This design comes from an exercise in tuning for small area on the open sky130 flow, not from production work.
In this exercise RTL edits were held to simulation tests only and were not proved equivalent to the original.
No activity file was given, so power comes from the tool's default toggle rates.

==> inputs of job 7461 <==
## spi_eeprom_responder
module spi_eeprom_responder #(
    parameter int ADDR_W = 8
) (
    input  logic              ACLK,
    input  logic              ARESETn,
    input  logic              SPI_SCK,
    input  logic              SPI_MOSI,
    input  logic              SPI_CS,
    output logic              SPI_MISO,
    input  logic [ADDR_W-1:0] MEM_RADDR,
    output logic [7:0]        MEM_RDATA,
    output logic              WR_STROBE,
    output logic              WEL
);
==> module spi_eeprom_responder, before the edit <==
module spi_eeprom_responder #(
    parameter int ADDR_W = 8
) (
    input  logic              ACLK,
    input  logic              ARESETn,
    input  logic              SPI_SCK,
    input  logic              SPI_MOSI,
    input  logic              SPI_CS,
    output logic              SPI_MISO,
    input  logic [ADDR_W-1:0] MEM_RADDR,
    output logic [7:0]        MEM_RDATA,
    output logic              WR_STROBE,
    output logic              WEL
);
    typedef enum logic [2:0] {IDLE, CMD, ADDR_H, ADDR_L, WR_DATA, RD_DATA, STATUS, IGNORE} state_t;
    typedef enum logic [1:0] {ARM_NONE, ARM_SET, ARM_CLR} arm_t;
    state_t            state_q, state_d;
    arm_t              arm_q, arm_d;
    logic [2:0]        sck_q, sck_d, cs_q, cs_d, bit_cnt_q, bit_cnt_d;
    logic [1:0]        mosi_q, mosi_d;
    logic [6:0]        shift_q, shift_d;
    logic [7:0]        tx_q, tx_d, mem_rdata_q, mem_rdata_d;
    logic [ADDR_W-1:0] addr_q, addr_d;
    logic              miso_q, miso_d, load_q, load_d, is_rd_q, is_rd_d;
    logic              wrote_q, wrote_d, wel_q, wel_d, wr_strobe_q, wr_strobe_d;
    logic              mem_we;
    logic [7:0]        mem [2**ADDR_W];
    wire       sck_rise  = sck_q[1] & ~sck_q[2];
    wire       sck_fall  = ~sck_q[1] & sck_q[2];
    wire       cs_low    = ~cs_q[1];
    wire       cs_rise   = cs_q[1] & ~cs_q[2];
    wire [7:0] rx_byte   = {shift_q, mosi_q[1]};
    wire       byte_done = cs_low & sck_rise & (bit_cnt_q == 3'd7);
    wire       shifting  = (state_q == RD_DATA) || (state_q == STATUS);
    wire [7:0] tx_src    = (state_q == STATUS) ? {6'b0, wel_q, 1'b0} : mem[addr_q];
    always_ff @(posedge ACLK) begin
        if (!ARESETn) state_q <= IDLE;
        else          state_q <= state_d;
    end
    always_comb begin
        state_d = state_q;
        case (state_q)
            IDLE:    state_d = cs_low ? CMD : IDLE;
            CMD:     if (byte_done) state_d = (rx_byte == 8'h05) ? STATUS :
                                              (rx_byte == 8'h03 || rx_byte == 8'h02) ? ADDR_H : IGNORE;
            ADDR_H:  if (byte_done) state_d = ADDR_L;
            ADDR_L:  if (byte_done) state_d = is_rd_q ? RD_DATA : WR_DATA;
            default: ;
        endcase
        if (cs_rise) state_d = IDLE;
    end
    always_comb begin
        sck_d       = {sck_q[1:0], SPI_SCK};
        cs_d        = {cs_q[1:0], SPI_CS};
        mosi_d      = {mosi_q[0], SPI_MOSI};
        shift_d     = shift_q;
        bit_cnt_d   = bit_cnt_q;
        addr_d      = addr_q;
        tx_d        = tx_q;
        miso_d      = miso_q;
        load_d      = load_q;
        is_rd_d     = is_rd_q;
        wrote_d     = wrote_q;
        arm_d       = arm_q;
        wel_d       = wel_q;
        wr_strobe_d = 1'b0;
        mem_we      = 1'b0;
        mem_rdata_d = mem[MEM_RADDR];
        if (cs_low && sck_rise) begin
            shift_d   = rx_byte[6:0];
            bit_cnt_d = bit_cnt_q + 3'd1;
            if (state_q == ADDR_H || state_q == ADDR_L) addr_d = ADDR_W'({addr_q, mosi_q[1]});
            if (state_q == IGNORE) arm_d = ARM_NONE;
        end
        if (byte_done) begin
            case (state_q)
                CMD: begin
                    arm_d   = (rx_byte == 8'h06) ? ARM_SET : (rx_byte == 8'h04) ? ARM_CLR : ARM_NONE;
                    is_rd_d = rx_byte == 8'h03;
                    load_d  = rx_byte == 8'h05;
                end
                ADDR_L:  load_d = is_rd_q;
                WR_DATA: if (wel_q) begin
                    mem_we      = ARESETn;
                    wr_strobe_d = 1'b1;
                    addr_d      = addr_q + 1'b1;
                    wrote_d     = 1'b1;
                end
                RD_DATA: begin
                    addr_d = addr_q + 1'b1;
                    load_d = 1'b1;
                end
                STATUS:  load_d = 1'b1;
                default: ;
            endcase
        end
        if (cs_low && sck_fall && shifting) begin
            miso_d = load_q ? tx_src[7] : tx_q[7];
            tx_d   = load_q ? {tx_src[6:0], 1'b0} : {tx_q[6:0], 1'b0};
            load_d = 1'b0;
        end
        if (cs_rise) begin
            bit_cnt_d = 3'd0;
            miso_d    = 1'b0;
            load_d    = 1'b0;
            arm_d     = ARM_NONE;
            wrote_d   = 1'b0;
            wel_d     = wrote_q ? 1'b0 : (arm_q == ARM_SET) ? 1'b1 : (arm_q == ARM_CLR) ? 1'b0 : wel_q;
        end
    end
    always_ff @(posedge ACLK) begin
        if (!ARESETn) begin
            sck_q       <= 3'b000;
            cs_q        <= 3'b111;
            mosi_q      <= 2'b00;
            shift_q     <= 7'd0;
            bit_cnt_q   <= 3'd0;
            addr_q      <= '0;
            tx_q        <= 8'd0;
            miso_q      <= 1'b0;
            load_q      <= 1'b0;
            is_rd_q     <= 1'b0;
            wrote_q     <= 1'b0;
            arm_q       <= ARM_NONE;
            wel_q       <= 1'b0;
            wr_strobe_q <= 1'b0;
            mem_rdata_q <= 8'd0;
        end else begin
            sck_q       <= sck_d;
            cs_q        <= cs_d;
            mosi_q      <= mosi_d;
            shift_q     <= shift_d;
            bit_cnt_q   <= bit_cnt_d;
            addr_q      <= addr_d;
            tx_q        <= tx_d;
            miso_q      <= miso_d;
            load_q      <= load_d;
            is_rd_q     <= is_rd_d;
            wrote_q     <= wrote_d;
            arm_q       <= arm_d;
            wel_q       <= wel_d;
            wr_strobe_q <= wr_strobe_d;
            mem_rdata_q <= mem_rdata_d;
        end
    end
    always_ff @(posedge ACLK) begin
        if (mem_we) mem[addr_q] <= rx_byte;
    end
    assign SPI_MISO  = miso_q;
    assign MEM_RDATA = mem_rdata_q;
    assign WR_STROBE = wr_strobe_q;
    assign WEL       = wel_q;
endmodule
clock: 7.0 ns
lec_check: 0
cap_margin: 20
core_margin: 2
core_utilization: 40
slew_margin: 20
run.sh (not shown) runs the stock make flow with config.mk's settings and CLKGATE_MAP_FILE= SYNTH_SCRIPT=/design/flow/synth_recipe.tcl, a recipe that flattens the netlist after the stock synthesis.
==> job 3606: changes against job 7461 <==
==> flow/design.v (replaced) <==
module spi_eeprom_responder #(
    parameter int ADDR_W = 8
) (
    input  logic              ACLK,
    input  logic              ARESETn,
    input  logic              SPI_SCK,
    input  logic              SPI_MOSI,
    input  logic              SPI_CS,
    output logic              SPI_MISO,
    input  logic [ADDR_W-1:0] MEM_RADDR,
    output logic [7:0]        MEM_RDATA,
    output logic              WR_STROBE,
    output logic              WEL
);
    typedef enum logic [2:0] {IDLE, CMD, ADDR_H, ADDR_L, WR_DATA, RD_DATA, STATUS, IGNORE} state_t;
    typedef enum logic [1:0] {ARM_NONE, ARM_SET, ARM_CLR} arm_t;
    state_t            state_q, state_d;
    arm_t              arm_q, arm_d;
    logic [2:0]        sck_q, cs_q, bit_cnt_q, bit_cnt_d;
    logic [1:0]        mosi_q;
    logic [6:0]        shift_q;
    logic [7:0]        mem_rdata_d, mem_rdata_q;
    logic [ADDR_W-1:0] addr_q, addr_d;
    logic              miso_q, miso_d, is_rd_q, is_rd_d;
    logic              wrote_q, wrote_d, wel_q, wel_d, wr_strobe_q, wr_strobe_d;
    logic              mem_we, tx_bit;
    logic              pol_q;                    
    logic [2047:0]     arr_q;                    
    logic [15:0]       ahi, alo, lhi, llo;       
    logic [255:0]      asel_n, lsel_n;           
    logic [7:0]        wdat, tx_raw, rd_raw;
    wire       sck_rise  = sck_q[1] & ~sck_q[2];
    wire       sck_fall  = ~sck_q[1] & sck_q[2];
    wire       cs_low    = ~cs_q[1];
    wire       cs_rise   = cs_q[1] & ~cs_q[2];
    wire [7:0] rx_byte   = {shift_q, mosi_q[1]};
    wire       byte_done = cs_low & sck_rise & (bit_cnt_q == 3'd7);
    wire       shifting  = (state_q == RD_DATA) || (state_q == STATUS);
    always_comb begin
        state_d = state_q;
        case (state_q)
            IDLE:    state_d = cs_low ? CMD : IDLE;
            CMD:     if (byte_done) state_d = (rx_byte == 8'h05) ? STATUS :
                                              (rx_byte == 8'h03 || rx_byte == 8'h02) ? ADDR_H : IGNORE;
            ADDR_H:  if (byte_done) state_d = ADDR_L;
            ADDR_L:  if (byte_done) state_d = is_rd_q ? RD_DATA : WR_DATA;
            default: ;
        endcase
        if (cs_rise) state_d = IDLE;
    end
    always_comb begin
        tx_bit = tx_raw[~bit_cnt_q] ^ pol_q;
        if (state_q == STATUS) tx_bit = (bit_cnt_q == 3'd6) & wel_q;
    end
    always_comb begin
        bit_cnt_d   = bit_cnt_q;
        addr_d      = addr_q;
        miso_d      = miso_q;
        is_rd_d     = is_rd_q;
        wrote_d     = wrote_q;
        arm_d       = arm_q;
        wel_d       = wel_q;
        wr_strobe_d = 1'b0;
        mem_we      = 1'b0;
        if (cs_low && sck_rise) begin
            bit_cnt_d = bit_cnt_q + 3'd1;
            if (state_q == ADDR_H || state_q == ADDR_L) addr_d = ADDR_W'({addr_q, mosi_q[1]});
            if (state_q == IGNORE) arm_d = ARM_NONE;
        end
        if (byte_done) begin
            case (state_q)
                CMD: begin
                    arm_d   = (rx_byte == 8'h06) ? ARM_SET : (rx_byte == 8'h04) ? ARM_CLR : ARM_NONE;
                    is_rd_d = rx_byte == 8'h03;
                end
                WR_DATA: if (wel_q) begin
                    mem_we      = ARESETn;
                    wr_strobe_d = 1'b1;
                    addr_d      = addr_q + 1'b1;
                    wrote_d     = 1'b1;
                end
                RD_DATA: addr_d = addr_q + 1'b1;
                default: ;
            endcase
        end
        if (cs_low && sck_fall && shifting) miso_d = tx_bit;
        if (cs_rise) begin
            bit_cnt_d = 3'd0;
            miso_d    = 1'b0;
            arm_d     = ARM_NONE;
            wrote_d   = 1'b0;
            wel_d     = wrote_q ? 1'b0 : (arm_q == ARM_SET) ? 1'b1 : (arm_q == ARM_CLR) ? 1'b0 : wel_q;
        end
        mem_rdata_d = rd_raw ^ {8{pol_q}};
    end
    always_ff @(posedge ACLK) begin
        if (!ARESETn) begin
            state_q     <= IDLE;
            sck_q       <= 3'b000;
            cs_q        <= 3'b111;
            bit_cnt_q   <= 3'd0;
            miso_q      <= 1'b0;
            wrote_q     <= 1'b0;
            arm_q       <= ARM_NONE;
            wel_q       <= 1'b0;
            wr_strobe_q <= 1'b0;
            mem_rdata_q <= 8'd0;
        end else begin
            state_q     <= state_d;
            sck_q       <= {sck_q[1:0], SPI_SCK};
            cs_q        <= {cs_q[1:0], SPI_CS};
            bit_cnt_q   <= bit_cnt_d;
            miso_q      <= miso_d;
            wrote_q     <= wrote_d;
            arm_q       <= arm_d;
            wel_q       <= wel_d;
            wr_strobe_q <= wr_strobe_d;
            mem_rdata_q <= mem_rdata_d;
        end
    end
    always_ff @(posedge ACLK) begin
        mosi_q <= {mosi_q[0], SPI_MOSI};
        if (cs_low && sck_rise) shift_q <= rx_byte[6:0];
        addr_q  <= addr_d;
        is_rd_q <= is_rd_d;
    end
    always_comb begin
        for (int i = 0; i < 16; i++) begin
            ahi[i] = addr_q[7:4] == 4'(i);
            alo[i] = addr_q[3:0] == 4'(i);
            lhi[i] = MEM_RADDR[7:4] == 4'(i);
            llo[i] = MEM_RADDR[3:0] == 4'(i);
        end
        for (int r = 0; r < 256; r++) begin
            asel_n[r] = ~(ahi[r / 16] & alo[r % 16]);
            lsel_n[r] = ~(lhi[r / 16] & llo[r % 16]);
        end
        wdat = {8{~mem_we}} | (rx_byte ^ {8{pol_q}});
    end
    for (genvar b = 0; b < 8; b++) begin : g_rd
        logic [255:0] col;
        for (genvar r = 0; r < 256; r++) begin : g_col
            assign col[r] = arr_q[8*r+b];
        end
        spi_eeprom_rdtree u_tx (.d(col), .s_n(asel_n), .y(tx_raw[b]));
        spi_eeprom_rdtree u_rd (.d(col), .s_n(lsel_n), .y(rd_raw[b]));
    end
    always_ff @(posedge ACLK) pol_q <= ~pol_q;
    for (genvar r = 0; r < 256; r++) begin : g_row
        logic       wr;
        logic [7:0] nxt;
        spi_eeprom_nor2 u_wr (.a(asel_n[r]), .b(~mem_we), .y(wr));
        for (genvar b = 0; b < 8; b++) begin : g_bit
            spi_eeprom_hold u_hold (.q(arr_q[8*r+b]), .wr(wr), .sel_n(asel_n[r]), .d(wdat[b]), .y(nxt[b]));
        end
        always_ff @(posedge ACLK) arr_q[8*r +: 8] <= nxt;
    end
    assign SPI_MISO  = miso_q;
    assign MEM_RDATA = mem_rdata_q;
    assign WR_STROBE = wr_strobe_q;
    assign WEL       = wel_q;
endmodule
module spi_eeprom_hold (
    input  logic q, wr, sel_n, d,
    output logic y
);
    assign y = ~((q | wr) & (sel_n | d));
endmodule
module spi_eeprom_nor2 (
    input  logic a, b,
    output logic y
);
    assign y = ~(a | b);
endmodule
module spi_eeprom_oai22 (
    input  logic a0, s0, a1, s1,
    output logic y
);
    assign y = ~((a0 | s0) & (a1 | s1));
endmodule
module spi_eeprom_nor4 (
    input  logic [3:0] a,
    output logic y
);
    assign y = ~|a;
endmodule
module spi_eeprom_nand4 (
    input  logic [3:0] a,
    output logic y
);
    assign y = ~&a;
endmodule
module spi_eeprom_rdtree (
    input  logic [255:0] d, s_n,
    output logic         y
);
    logic [127:0] l1;
    logic [31:0]  l2;
    logic [7:0]   l3;
    logic [1:0]   l4;
    for (genvar i = 0; i < 128; i++) begin : g_l1
        spi_eeprom_oai22 u (.a0(d[2*i]), .s0(s_n[2*i]), .a1(d[2*i+1]), .s1(s_n[2*i+1]), .y(l1[i]));
    end
    for (genvar i = 0; i < 32; i++) begin : g_l2
        spi_eeprom_nor4 u (.a(l1[4*i +: 4]), .y(l2[i]));
    end
    for (genvar i = 0; i < 8; i++) begin : g_l3
        spi_eeprom_nand4 u (.a(l2[4*i +: 4]), .y(l3[i]));
    end
    for (genvar i = 0; i < 2; i++) begin : g_l4
        spi_eeprom_nor4 u (.a(l3[4*i +: 4]), .y(l4[i]));
    end
    assign y = l4[0] & l4[1];
endmodule
==> flow/flow/run.sh (new file) <==
#!/bin/bash
# Standard ORFS layout with two changes:
#  - ABC maps the logic for minimum area ("map -a") instead of the stock area script
#    (which adds buffers and upsizes cells); registers are untouched by ABC.
#  - CTS uses larger sink clusters and no dummy loads, so fewer clock buffers.
set -e
cp -r "$FLOW_HOME/scripts" scripts_mod
cp flow/abc_map_area.script scripts_mod/abc_area.script
export SCRIPTS_DIR=$PWD/scripts_mod
export CTS_ARGS="-sink_clustering_enable -repair_clock_nets -dont_use_dummy_load -sink_clustering_size 24 -sink_clustering_max_diameter 60"
bash standard.sh synth > synth.log 2>&1
bash standard.sh > layout.log 2>&1
==> flow/flow/abc_map_area.script (new file) <==
strash
map -a
topo
==> flow/standard.sh (new file) <==
#!/bin/bash
# synth_recipe.tcl (not shown) runs the flow's synth.tcl, then flattens the netlist and writes it again
# the make line also repeats each setting of config.mk as NAME=value (left out here)
make -C /OpenROAD-flow-scripts/flow DESIGN_CONFIG=/design/flow/config.mk WORK_HOME=/design/flow/orfs CLKGATE_MAP_FILE= SYNTH_SCRIPT=/design/flow/synth_recipe.tcl "${@:-finish}"
--- a/flow/config.mk
+++ b/flow/config.mk
@@ -6,6 +6,9 @@
 export NUM_CORES = 4
 export LEC_CHECK = 0
+export ABC_AREA = 1
 export CAP_MARGIN = 20
 export CORE_MARGIN = 2
-export CORE_UTILIZATION = 40
+export CORE_UTILIZATION = 60
 export SLEW_MARGIN = 20
+export SYNTH_HIERARCHICAL = 1
+export SYNTH_MINIMUM_KEEP_SIZE = 0
removed: flow/run.sh
==> summary.txt <==
Critical path
  • FF-to-FF End: miso_q$_SDFFE_PP0P_
  • Worst path depth: 19

STA
  • Final worst slack: 0.2451 ns
  • Hold_ws: 0.4254 ns

Finish
  • Leading cell type in the layout, fill and taps excluded: o22ai_1
  • Layout clock area frac: approximately 4.2%
  • FF+latch count: 2093

Power
  • Combinational Power Share: 10.0%

Clocking
  • CTS Buf Count: 140

Die
  • Chip width: 361.4 um

Outcome
  • Status: complete, no violations
(the above is from job 3606)
==> summary.txt <==
Outcome
  • Status: complete, no violations

Die
  • Chip width: 499.4 um
  • I/O pin count: 24

STA
  • Final worst slack: 2.415 ns
  • Hold_ws: 0.4433 ns

Finish
  • Fillers: 20.58k
  • Layout clock area frac: 6.599%
  • Leading cell type in the layout, fill and taps excluded: edfxtp_1

Logic synthesis
  • Post-synthesis mux area share: 27.00%

Clocking
  • CTS Buf Count: 217

Critical path
  • Critical path origin: addr_q[0]$_SDFF_PN0_
  • FF-to-FF End: tx_q[2]$_SDFFE_PN0P_
  • Critical Path RT: 7.76 ns

Power
  • Combinational Power Share: 3.7%

Min path
  • WHS Endpoint: mosi_q[1]$_SDFF_PN0_

Global route
  • Total grt overflow: 0
(the above is from job 7461)

==> port drivers added, routing unchanged <==
The results above use ideal ports. As a check the final layouts listed here were re-extracted and re-timed, cells and wires unchanged. Step 1, drivers: a clkbuf_16 drives ACLK and a buf_2 each remaining input, both assumed. Step 2 adds t to the input delays and takes it off the output delays; t is the mean of the earliest and latest rising clock arrival at the registers after step 1. Input paths then give back, and output paths get back, about the clock's delay inside the block. a / b / c = no drivers / after step 1 / after step 2; a / b = the first two.
run | t, ns | setup slack, ns | hold slack, ns
job 7461 | 0.972 | 2.415 / 2.415 / 1.637 | 0.443 / 0.443 / 0.443
job 3606 | 0.868 | 0.245 / 0.245 / 0.245 | 0.425 / 0.425 / 0.425
After both steps setup and hold are still met in every run listed. For job 7461, which loses most, drivers alone change the setup slack by 0.000 ns; drivers and shift together by -0.778 ns.
